Context: an optimization exercise on an open-source flow, tuned for small area and a short achievable clock period. The choices shown serve that exercise and are no tape-out recipe.
Only simulation tests tie the RTL to the original design; equivalence was not proved.

==> flow/design.v, too long to show whole: its modules and the start of the top module <==
// module iteration_count_palette_top: 8119 lines
module iteration_count_palette_top #(
  parameter int COUNT_WIDTH = 16,
  parameter int FRAC_BITS   = 16
) (
  input  logic        clk,
  input  logic        rst,
  input  logic        start,
  output logic        busy,
  input  logic [15:0] iter_count,
  output logic        done,
  output logic [7:0]  red,
  output logic [7:0]  green,
  output logic [7:0]  blue,
  input  logic        psel,
  input  logic        penable,
  input  logic        pwrite,
  input  logic [2:0]  paddr,
  input  logic [31:0] pwdata,
  output logic [31:0] prdata,
  output logic        pready
);
  // ...
==> flow/run.sh <==
#!/bin/bash
# synth_recipe.tcl (not shown) runs the flow's synth.tcl, then flattens the netlist and writes it again
# the make line also repeats each setting of config.mk as NAME=value (left out here)
make -C /OpenROAD-flow-scripts/flow DESIGN_CONFIG=/design/flow/config.mk WORK_HOME=/design/flow/orfs CLKGATE_MAP_FILE= SYNTH_SCRIPT=/design/flow/synth_recipe.tcl finish
==> flow/config.mk <==
export PLATFORM = sky130hd
export DESIGN_NAME = iteration_count_palette_top
export DESIGN_NICKNAME = iteration_count_palette_top
export VERILOG_FILES = /design/flow/design.v
export SDC_FILE = /design/flow/constraint.sdc
export NUM_CORES = 4
export LEC_CHECK = 0
export CAP_MARGIN = 20
export CORE_MARGIN = 2
export CORE_UTILIZATION = 55
export CTS_BUF_LIST = sky130_fd_sc_hd__clkbuf_8
export CTS_CLUSTER_DIAMETER = 50
export CTS_CLUSTER_SIZE = 16
export SETUP_SLACK_MARGIN = 5
export SLEW_MARGIN = 20
==> flow/constraint.sdc <==
create_clock -name core_clock -period 8.5 [get_ports {clk}]
set_input_delay 1.7000 -clock core_clock [delete_from_list [all_inputs] [get_ports {clk}]]
set_output_delay 1.7000 -clock core_clock [all_outputs]
set_load 0.01 [all_outputs]
==> impl_metrics.toml, run 1 <==
[die]
num_io_pins = 116
chipHeight_um = 366
fp-row-count = 132

[global_route]
globalRouteMet1Util = 0.310
first_global_vias = 47000
grt_overflow = 0

[flow_run]
maxCapViolations = 0

[clock_network]
cts_setup_buffers = 20

[setup_path]
crit_path_start_kind = "flop"
worstPathCellList = "inv_2 -> fa_2 -> inv_2 -> ha_4 -> nand4_1 -> o21bai_1 -> a21o_1 -> a211oi_4 -> nor2_1 -> nor3_2 -> o21bai_1 -> a21o_1 -> fa_2 -> mux2i_2 -> nand2_1 -> o21ai_1 -> a21oi_1"
endpoint_type_of_the_worst_setup_path = "flop"
critical_path_peak_fanout = 4

[final_layout]
nFlopsAndLatches = 1327
commonest_non_fill_non_tap_cell_in_the_layout = "sky130_fd_sc_hd__dfxtp_1"

[logic_synthesis]
yosys.area_share.adder = 0.288
synth_seq_area_share = 0.369
compound_gate_fraction_of_synth_area = 0.0915
synth_top_family_by_area = "adder cells"

[status]
status = "no timing/DRC/antenna violations"

[placement]
preCtsSetupSlack_ns = 3.93

[sta]
max_freq_ghz = 0.292
tightest_slew_ns = 1.07
==> inputs of run 2 (changes only) <==
--- a/flow/config.mk
+++ b/flow/config.mk
@@ -7,9 +7,9 @@
 export LEC_CHECK = 0
 export CAP_MARGIN = 20
 export CORE_MARGIN = 2
-export CORE_UTILIZATION = 55
+export CORE_UTILIZATION = 40
 export CTS_BUF_LIST = sky130_fd_sc_hd__clkbuf_8
-export CTS_CLUSTER_DIAMETER = 50
+export CTS_CLUSTER_DIAMETER = 100
 export CTS_CLUSTER_SIZE = 16
 export SETUP_SLACK_MARGIN = 5
 export SLEW_MARGIN = 20
==> run 2 against run 1 <==
  * Register-to-register slack got worse by 0.05 ns
  * Critical path depth increased by 1
  * Clock skew rose by 0.0013 ns
  * Design area shrank 1.4%
  * Clock-buffer cell count is 52 lower
  * Largest cell class unchanged
  * Sequential share of layout area grew 0.48 points
  * Hold slack lost 0.036 ns
  * Non-clock buffer count rose by 4
==> impl_metrics.toml, run 2 <==
[status]
status = "no timing/DRC/antenna violations"

[die]
fp-row-count = 155
design.core.area_mm2 = 0.179
chipHeight_um = 428
floorplan.initialDensity = 0.403
num_io_pins = 116
die-width_um = 428
die_area_mm2 = 0.183

[global_route]
grt_overflow = 0
number_of_antenna_violations_at_the_first_check_in_global_routing = 10
first_global_vias = 47400
grt_util_all_layers = 0.174
grt_first_pass_wirelength_mm = 257
grt_start_max_net_pins = 49

[clock_network]
tritoncts.num_buffers = 93
clock_insertion_delay_worst_skew_ns = 0.88
cts_tree = "done"
tritoncts_num_sinks = 1327
cts_htree_levels = 3
postCtsHoldBufs = 0
clk_root_buffer_cell = "sky130_fd_sc_hd__clkbuf_8"
clk_pin_slew_worst_paths_ns = 0.10
cts-root-to-sink-buffers = 3

[final_layout]
commonest_non_fill_non_tap_cells_in_the_layout = "sky130_fd_sc_hd__dfxtp_1, sky130_fd_sc_hd__inv_1, sky130_fd_sc_hd__fa_1, sky130_fd_sc_hd__ha_1, sky130_fd_sc_hd__xnor2_1"
fin_util = 0.432
largest_reg_flops = 141
registers.top_by_ff_count = "p23"
reg.largest.list = "p23: 141 flops, p22: 120 flops, p21: 108 flops"
post_layout_instance_count_excluding_filler_cells = 9032
area_delta_synth_final_pct = 7.24
final_layout_fill_cell_count = 16900
layout-drive-gt1-share = 0.0798
nNetsFinal = 7943
commonest_non_fill_non_tap_cell_in_the_layout = "sky130_fd_sc_hd__dfxtp_1"
fin_area_mm2 = 0.0771

[worst_hold_path]
endpoint_with_the_worst_hold_slack = "p16[0]"
hold_path_depth = 0
min_from = "p15[0]"
hp-class = "flop to flop"

[sta]
maxSlewViolCount = 0
final_count_of_hold_timing_violations = 0
timing.max_slew.rel_slack = 0.227
finalClockSkew_ns = 0.0657
period_share = 0.409
max_freq_ghz = 0.287
fin_crit_ns = 3.48
fin_setup_tns_ns = 0
finalSetupViolations = 0
tightest_slew_ns = 1.16
rsz_0062_raised_after_global_routing = "yes"

[logic_synthesis]
synth_edf_count = 0
async_flop_share = 0
ys_warn_count = 1
synth.top_cells.by_count = "sky130_fd_sc_hd__dfxtp_1, sky130_fd_sc_hd__inv_1, sky130_fd_sc_hd__fa_1"
yosys.area.top_type = "sky130_fd_sc_hd__dfxtp_1"
synth_cells = 6661
synth.lib_cells_used.distinct = 85
number_of_flip_flops_and_latches_in_the_synthesized_netlist = 1327
netlist.area_leader.share = 0.369
synth_top_cells_by_area = "sky130_fd_sc_hd__dfxtp_1, sky130_fd_sc_hd__fa_1, sky130_fd_sc_hd__ha_1"
synth.cell_area_mm2 = 0.0719
synth_top_flop_cell = "sky130_fd_sc_hd__dfxtp_1"
avgSynthCellArea_um2 = 10.8
synth_seq_area_share = 0.369
synth.most_common_cell = "sky130_fd_sc_hd__dfxtp_1"

[setup_path]
crit_path_depth = 18
worst_r2r_path_depth = 18
r2r_endpoint = "red[7]"
critPathBufInv = 2
crit_family = "compound AO/OA/AOI/OAI gates"
max_stage_delay_ns = 0.37
cp_data_arrival_time_ns = 4.20
critical_path_peak_fanout = 3
r2r_slack_ns = 5.02
endpoint_type_of_the_worst_setup_path = "flop"
crit_path_start_kind = "flop"
crit-reg2reg-launch = "p26[29]"
worstPathCellList = "inv_2 -> fa_2 -> inv_2 -> ha_4 -> nand4_1 -> o21bai_1 -> a21o_1 -> a211oi_2 -> o311ai_2 -> a31o_2 -> a21oi_2 -> nor2_1 -> ha_2 -> xnor2_2 -> xnor2_2 -> nor2_1 -> a21oi_2 -> o221ai_2"
worst-setup-path-type = "flop to flop"
cp_data_required_time_ns = 9.22
critical_path_slowest_stage_cell = "sky130_fd_sc_hd__fa_2"

[route]
wire_per_inst_um = 17.5
remaining_drc_errors = 0
first_pass_iters = 7
drt_first_iter_violations = 2570
avgViaCountPerCell = 4.94
drt_wl_total_mm = 158
ant_nets = 0
detailroute.via_count = 44600

[flow_run]
maxCapViolations = 0

[placement]
gp_routability_congestion = 0.860
number_of_port_buffers = 80
place_inst = 8873
dp_hpwl_mm = 119
detailed_place.area_mm2 = 0.0748
## run 2: cell counts after synthesis
No cell type changed its count.
## run 2: final cells by class
class,instances,area [um^2],area share
timing repair buffer,155,1450,0.0188
clock inverter,9,81.3,0.00105
clock buffer,95,1310,0.0169
multi-input combinational,4066,40800,0.529
tap,2355,2950,0.0382
sequential,1327,26600,0.345
inverter,1018,3870,0.0501
antenna,7,17.5,0.000227
## run 2: metrics by stage
stage          worst slack [ns]  hold slack [ns]
4_1_cts                    5.00            0.299
2_1_floorplan              4.94            0.310
6_report                   5.02            0.284
5_1_grt                    4.83            0.302
3_3_place_gp               3.96            0.310
3_5_place_dp               3.94            0.312
## run 2: kinds of logic (layout without fill, tap and decap cells)
kind of cell               after synthesis  count (layout)  share of synthesized area
adders and majority gates             1225            1225                      0.288
and+or+nand+nor                       1023            1023                     0.0725
muxes                                  201             201                     0.0313
xor gates and xnor gates               638             638                     0.0777
DFF                                   1327            1327                      0.369
AOI/OAI and AO/OA                      955             958                     0.0915
other                                    2              28                   0.000104
buffers and inverters                 1290            1277                     0.0693
## run 2: worst max-delay path by stage
stage | startpoint | end
after CTS | p21[36] | p22[56]
after floorplan | p22[14] | p23[66]
after global routing | p26[3] | red[7]
final | p26[29] | red[7]
after global placement | paddr[2] | rd_q[2]
after detailed placement | paddr[2] | rd_q[2]
## run 2: repair_timing
action	4_1_cts	5_1_grt
pin swaps	12	32
cloned	2	3
setup buffers	26	17
gates resized for setup	111	94
setup endpoints to repair	284	159
hold endpoints to repair	0	0
## run 2: layer usage
| metal | vias to the layer above | wire [um] | GRT usage |
|---|---|---|---|
| li1 | 21300 | - | - |
| met1 | 22100 | 69000 | 0.222 |
| met2 | 897 | 78400 | 0.308 |
| met3 | 244 | 6050 | 0.0214 |
| met4 | 2 | 4990 | 0.0522 |
| met5 | - | 13 | 0 |
==> inputs of run 3 (changes only) <==
--- a/flow/config.mk
+++ b/flow/config.mk
@@ -9,7 +9,7 @@
 export CORE_MARGIN = 2
 export CORE_UTILIZATION = 40
 export CTS_BUF_LIST = sky130_fd_sc_hd__clkbuf_8
-export CTS_CLUSTER_DIAMETER = 100
+export CTS_CLUSTER_DIAMETER = 70
 export CTS_CLUSTER_SIZE = 16
 export SETUP_SLACK_MARGIN = 5
 export SLEW_MARGIN = 20
==> run 3 against run 2 <==
  * Still clean
  * Hold slack improved by 0.0044 ns
  * Cell count up 0.68%
  * Global-route usage grew 0.058 points
  * Non-clock buffer count up 2
  * Clock skew up 0.00061 ns
  * Die area stayed put
  * Critical path type unchanged
==> impl_metrics.toml, run 3 <==
[clock_network]
clk_pin_slew_worst_paths_ns = 0.10
clk_root_buffer_cell = "sky130_fd_sc_hd__clkbuf_8"
cts-root-to-sink-buffers = 3
tritoncts.num_buffers = 109
cts_htree_levels = 3
postCtsHoldBufs = 0
cts_tree = "done"
clock_insertion_delay_worst_skew_ns = 0.88
tritoncts_num_sinks = 1327

[setup_path]
crit_family = "adder cells"
r2r_slack_ns = 5.03
r2r_endpoint = "p23[66]"
crit_path_start_kind = "flop"
crit-reg2reg-launch = "p22[14]"
critical_path_peak_fanout = 2
endpoint_type_of_the_worst_setup_path = "flop"
worstPathCellList = "clkinv_8 -> ha_4 -> inv_1 -> fa_2 -> inv_1 -> fa_1 -> inv_2 -> fa_1 -> fa_2 -> fa_1"
path_common_cell = "sky130_fd_sc_hd__fa_1"
max_stage_delay_ns = 0.54
worst_r2r_path_depth = 10
cp_data_required_time_ns = 9.21
critical_path_slowest_stage_cell = "sky130_fd_sc_hd__fa_2"
cp_data_arrival_time_ns = 4.18
critPathBufInv = 4
worst-setup-path-type = "flop to flop"

[logic_synthesis]
synth.lib_cells_used.distinct = 85
async_flop_share = 0
synth_top_cells_by_area = "sky130_fd_sc_hd__dfxtp_1, sky130_fd_sc_hd__fa_1, sky130_fd_sc_hd__ha_1"
synth.top_cells.by_count = "sky130_fd_sc_hd__dfxtp_1, sky130_fd_sc_hd__inv_1, sky130_fd_sc_hd__fa_1"
ys_warn_count = 1
synth_cells = 6661
avgSynthCellArea_um2 = 10.8
synth_top_flop_cell = "sky130_fd_sc_hd__dfxtp_1"
synth.most_common_cell = "sky130_fd_sc_hd__dfxtp_1"
synth_seq_area_share = 0.369
yosys.area.top_type = "sky130_fd_sc_hd__dfxtp_1"
synth_edf_count = 0
synth.cell_area_mm2 = 0.0719
netlist.area_leader.share = 0.369
number_of_flip_flops_and_latches_in_the_synthesized_netlist = 1327

[worst_hold_path]
min_from = "p24[2]"
endpoint_with_the_worst_hold_slack = "p25[0]"
hp-class = "flop to flop"
hold_path_depth = 0

[route]
drt_wl_total_mm = 159
first_pass_iters = 5
drt_first_iter_violations = 2483
detailroute.via_count = 44800
remaining_drc_errors = 0
wire_per_inst_um = 17.5
avgViaCountPerCell = 4.92
ant_nets = 0

[global_route]
grt_start_max_net_pins = 49
number_of_antenna_violations_at_the_first_check_in_global_routing = 9
grt_first_pass_wirelength_mm = 258
first_global_vias = 47600
grt_util_all_layers = 0.175
grt_overflow = 0

[sta]
finalSetupViolations = 0
period_share = 0.408
finalClockSkew_ns = 0.0663
fin_setup_tns_ns = 0
max_freq_ghz = 0.288
rsz_0062_raised_after_global_routing = "yes"
fin_crit_ns = 3.47
tightest_slew_ns = 0.955
final_count_of_hold_timing_violations = 0
maxSlewViolCount = 0
timing.max_slew.rel_slack = 0.362

[die]
die-width_um = 428
fp-row-count = 155
design.core.area_mm2 = 0.179
num_io_pins = 116
chipHeight_um = 428
floorplan.initialDensity = 0.403
die_area_mm2 = 0.183

[final_layout]
final_layout_fill_cell_count = 16800
commonest_non_fill_non_tap_cells_in_the_layout = "sky130_fd_sc_hd__dfxtp_1, sky130_fd_sc_hd__inv_1, sky130_fd_sc_hd__fa_1, sky130_fd_sc_hd__ha_1, sky130_fd_sc_hd__xnor2_1"
nNetsFinal = 7962
registers.top_by_ff_count = "p23"
commonest_non_fill_non_tap_cell_in_the_layout = "sky130_fd_sc_hd__dfxtp_1"
largest_reg_flops = 141
reg.largest.list = "p23: 141 flops, p22: 120 flops, p21: 108 flops"
area_delta_synth_final_pct = 8.49
layout-drive-gt1-share = 0.0890
fin_util = 0.437

[placement]
dp_hpwl_mm = 119
number_of_port_buffers = 80
gp_routability_congestion = 0.860

[status]
status = "no timing/DRC/antenna violations"

[flow_run]
maxCapViolations = 0
==> run 3: cell counts after synthesis <==
Identical to the previous run, type by type.
==> run 3: cells by family after synthesis <==
family,count (synthesis),share of synthesized area
DFF,1327,0.369
buffers and inverters,1290,0.0693
adders and majority gates,1225,0.288
and+or+nand+nor,1023,0.0725
AOI/OAI and AO/OA,955,0.0915
xor gates and xnor gates,638,0.0777
muxes,201,0.0313
other,2,0.000104
==> run 3: how the worst max path moves through the flow <==
stage          startpoint       to  slack (ns)  depth (start not counted)
5_1_grt            p26[3]   red[7]        4.82                         14
3_3_place_gp     paddr[2]  rd_q[2]        3.96                          5
4_1_cts           p26[29]   red[3]        5.00                         17
2_1_floorplan     p22[14]  p23[66]        4.94                         12
6_report          p22[14]  p23[66]        5.03                         10
3_5_place_dp     paddr[2]  rd_q[2]        3.94                          5
==> run 3: through the flow <==
step                      instance area [um^2]  setup slack, ns  hold slack (ns)  std cells
after detailed placement                 74800             3.94            0.312       8873
after CTS                                77600             5.00            0.289       9072
after floorplan                          72100             4.94            0.310       6680
after global routing                     78000             4.82            0.313       9091
after global placement                   74800             3.96            0.310       8873
final                                    78000             5.03            0.288       9093
==> run 3: per-layer routing <==
layer,share of wire,track usage
met1,0.44,0.222
met2,0.50,0.308
met3,0.040,0.0249
met4,0.029,0.0505
met5,0.000082,0
==> run 3: layout make-up <==
| cell class | count | area (um^2) | share of cell area |
|---|---|---|---|
| sequential | 1327 | 26700 | 0.342 |
| inverter | 1018 | 3870 | 0.0495 |
| timing repair buffer | 157 | 1510 | 0.0194 |
| multi-input combinational | 4067 | 40900 | 0.524 |
| antenna | 7 | 17.5 | 0.000224 |
| clock buffer | 115 | 1580 | 0.0203 |
| clock inverter | 47 | 586 | 0.00750 |
| tap | 2355 | 2950 | 0.0378 |
==> run 3: repair_timing <==
action                                  in CTS  in global routing
cloned                                       3                  4
endpoints found under the hold margin        0                  0
setup buffers                               34                  9
pin swaps                                   21                 30
endpoints found under the setup margin     280                186
gates resized for setup                    109                106
==> inputs of run 4 (changes only) <==
--- a/flow/config.mk
+++ b/flow/config.mk
@@ -9,7 +9,7 @@
 export CORE_MARGIN = 2
 export CORE_UTILIZATION = 40
 export CTS_BUF_LIST = sky130_fd_sc_hd__clkbuf_8
-export CTS_CLUSTER_DIAMETER = 70
+export CTS_CLUSTER_DIAMETER = 50
 export CTS_CLUSTER_SIZE = 16
 export SETUP_SLACK_MARGIN = 5
 export SLEW_MARGIN = 20
==> run 4 against run 3 <==
  * Worst setup slack worse by 0.0023 ns
  * Critical path type unchanged
  * Sequential share of layout area decreased by 0.32 points
  * Hold slack better by 0.021 ns
  * Register-to-register slack hardly changed
  * Clock skew shrank 0.0097 ns
  * Die area unchanged
  * Global-route usage is 0.093 points higher
  * Flip-flop and latch count unchanged
==> impl_metrics.toml, run 4 <==
[route]
detailroute.via_count = 44900
first_pass_iters = 7
ant_nets = 0
remaining_drc_errors = 0
drt_wl_total_mm = 159
wire_per_inst_um = 17.4
drt_first_iter_violations = 2490
avgViaCountPerCell = 4.91

[sta]
maxSlewViolCount = 0
max_freq_ghz = 0.288
finalClockSkew_ns = 0.0566
final_count_of_hold_timing_violations = 0
tightest_slew_ns = 1.12
fin_setup_tns_ns = 0
rsz_0062_raised_after_global_routing = "yes"
period_share = 0.408
fin_crit_ns = 3.47
holdWs_ns = 0.309
timing.max_slew.rel_slack = 0.248
finalSetupViolations = 0

[setup_path]
cp_data_required_time_ns = 9.25
critical_path_slowest_stage_cell = "sky130_fd_sc_hd__fa_2"
r2r_slack_ns = 5.03
path_common_cell = "sky130_fd_sc_hd__fa_1"
worst-setup-path-type = "flop to flop"
endpoint_type_of_the_worst_setup_path = "flop"
critical_path_peak_fanout = 2
crit_path_start_kind = "flop"
crit-reg2reg-launch = "p22[14]"
worstSetupStartpoint = "p22[14]"
max_stage_delay_ns = 0.54
cp_data_arrival_time_ns = 4.22
worstPathCellList = "clkinv_8 -> ha_4 -> inv_1 -> fa_2 -> inv_1 -> fa_1 -> inv_2 -> fa_1 -> fa_2 -> fa_1"

[clock_network]
clock_insertion_delay_worst_skew_ns = 0.92
clk_pin_slew_worst_paths_ns = 0.10
tritoncts.num_buffers = 140
cts_htree_levels = 4
cts-root-to-sink-buffers = 3
tritoncts_num_sinks = 1327
clk_root_buffer_cell = "sky130_fd_sc_hd__clkbuf_8"
cts_tree = "done"

[logic_synthesis]
netlist.area_leader.share = 0.369
synth_top_cells_by_area = "sky130_fd_sc_hd__dfxtp_1, sky130_fd_sc_hd__fa_1, sky130_fd_sc_hd__ha_1"
ys_warn_count = 1
number_of_flip_flops_and_latches_in_the_synthesized_netlist = 1327
synth_edf_count = 0
synth_cells = 6661
synth.top_cells.by_count = "sky130_fd_sc_hd__dfxtp_1, sky130_fd_sc_hd__inv_1, sky130_fd_sc_hd__fa_1"
synth_top_flop_cell = "sky130_fd_sc_hd__dfxtp_1"
synth.most_common_cell = "sky130_fd_sc_hd__dfxtp_1"
synth_seq_area_share = 0.369
avgSynthCellArea_um2 = 10.8
async_flop_share = 0
yosys.area.top_type = "sky130_fd_sc_hd__dfxtp_1"
synth.lib_cells_used.distinct = 85
synth.cell_area_mm2 = 0.0719

[placement]
dp_hpwl_mm = 119
detailed_place.area_mm2 = 0.0748
gp_routability_congestion = 0.860
number_of_port_buffers = 80

[final_layout]
reg.largest.list = "p23: 141 flops, p22: 120 flops, p21: 108 flops"
commonest_non_fill_non_tap_cell_in_the_layout = "sky130_fd_sc_hd__dfxtp_1"
layout-drive-gt1-share = 0.0972
registers.top_by_ff_count = "p23"
commonest_non_fill_non_tap_cells_in_the_layout = "sky130_fd_sc_hd__dfxtp_1, sky130_fd_sc_hd__inv_1, sky130_fd_sc_hd__fa_1, sky130_fd_sc_hd__ha_1, sky130_fd_sc_hd__xnor2_1"
fin_area_mm2 = 0.0787
largest_reg_flops = 141
area_delta_synth_final_pct = 9.47
nNetsFinal = 7983

[global_route]
grt_util_all_layers = 0.176
grt_start_max_net_pins = 49
number_of_antenna_violations_at_the_first_check_in_global_routing = 11
first_global_vias = 47900
grt_overflow = 0
grt_first_pass_wirelength_mm = 258

[die]
die-width_um = 428
die_area_mm2 = 0.183
fp-row-count = 155
chipHeight_um = 428
num_io_pins = 116
design.core.area_mm2 = 0.179
floorplan.initialDensity = 0.403

[worst_hold_path]
hp-class = "flop to flop"
min_from = "p19[3]"

[flow_run]
maxCapViolations = 0

[status]
status = "no timing/DRC/antenna violations"
run 4: stage by stage:
step | cells | utilization | worst slack (ns)
final | 9162 | 0.441 | 5.03
after global routing | 9159 | 0.441 | 4.84
after CTS | 9146 | 0.439 | 5.00
after detailed placement | 8873 | 0.419 | 3.94
after global placement | 8873 | 0.419 | 3.96
after floorplan | 6680 | - | 4.94
run 4: per-layer routing:
layer / track usage / share of wire / up-vias / wire (um)
li1: - / - / 21500 / -
met1: 0.221 / 0.43 / 22200 / 69100
met2: 0.308 / 0.50 / 915 / 79000
met3: 0.0261 / 0.041 / 273 / 6540
met4: 0.0584 / 0.029 / 4 / 4620
met5: 0 / 0.00019 / - / 31
run 4: area by class of cell:
| cell class | instances | area, um^2 |
|---|---|---|
| Clock buffer | 148 | 2040 |
| Fill cell | 16800 | 99900 |
| Multi-Input combinational cell | 4067 | 40800 |
| Antenna cell | 5 | 12.5 |
| Sequential cell | 1327 | 26700 |
| Timing Repair Buffer | 147 | 1410 |
| Tap cell | 2355 | 2950 |
| Clock inverter | 95 | 1000 |
| Inverter | 1018 | 3870 |
run 4: final timing paths:
check             to  cells after the start
max reg2reg  p23[66]                     10
max          p23[66]                     10
min reg2reg   p20[3]                      0
min           p20[3]                      0
run 4: worst max-delay path: cells and delay by family (launching register included):
kind / cells / cell delay (ns)
fa+ha+maj: 6 / 2.65
flops: 1 / 0.42
buf+inv: 4 / 0.21
run 4: kinds of logic (layout without fill, tap and decap cells):
group                    after synthesis  count (layout)  synth area share
AO/OA/AOI/OAI                        955             958            0.0915
adder cells (fa/ha/maj)             1225            1225             0.288
XOR/XNOR                             638             638            0.0777
other                                  2              26          0.000104
buffers and inverters               1290            1408            0.0693
flip-flops                          1327            1327             0.369
AND/OR/NAND/NOR                     1023            1024            0.0725
multiplexers                         201             201            0.0313
run 4: repair_timing:
action | in CTS | in global routing
setup endpoints to repair | 288 | 157
gates cloned | 2 | 4
buffers inserted | 28 | 7
pin swaps | 15 | 28
hold buffers | 0 | 0
resized for setup | 123 | 85

## re-timing with driven ports
How much do the figures lean on ideal ports? The routed layouts below were timed once more, with nothing changed but the port constraints.
Step 1 sets driving cells, clkbuf_16 on the clock port and buf_2 on the other inputs (assumed; they add their load-dependent delay and slew).
Step 2 times the ports against the registers' clock, not the clock port: input delays grow and output delays shrink by t, the midpoint of the rising clock arrivals with the driver on.
Three values: ideal, step 1, step 2; two values: the first two.
| run | t, ns | setup slack, ns | worst register clock-pin slew, ns |
|---|---|---|---|
| run 1 | 0.940 | 5.073 / 5.073 / 4.294 | 0.10 / 0.10 |
| run 2 | 0.924 | 5.021 / 5.021 / 4.407 | 0.12 / 0.12 |
| run 3 | 0.936 | 5.033 / 5.033 / 4.484 | 0.11 / 0.11 |
| run 4 | 0.976 | 5.031 / 5.031 / 4.422 | 0.10 / 0.10 |
After both steps every run listed still meets setup and hold. The setup slack of run 1, which loses most, moves by 0.000 ns with the drivers and by -0.779 ns with both steps.
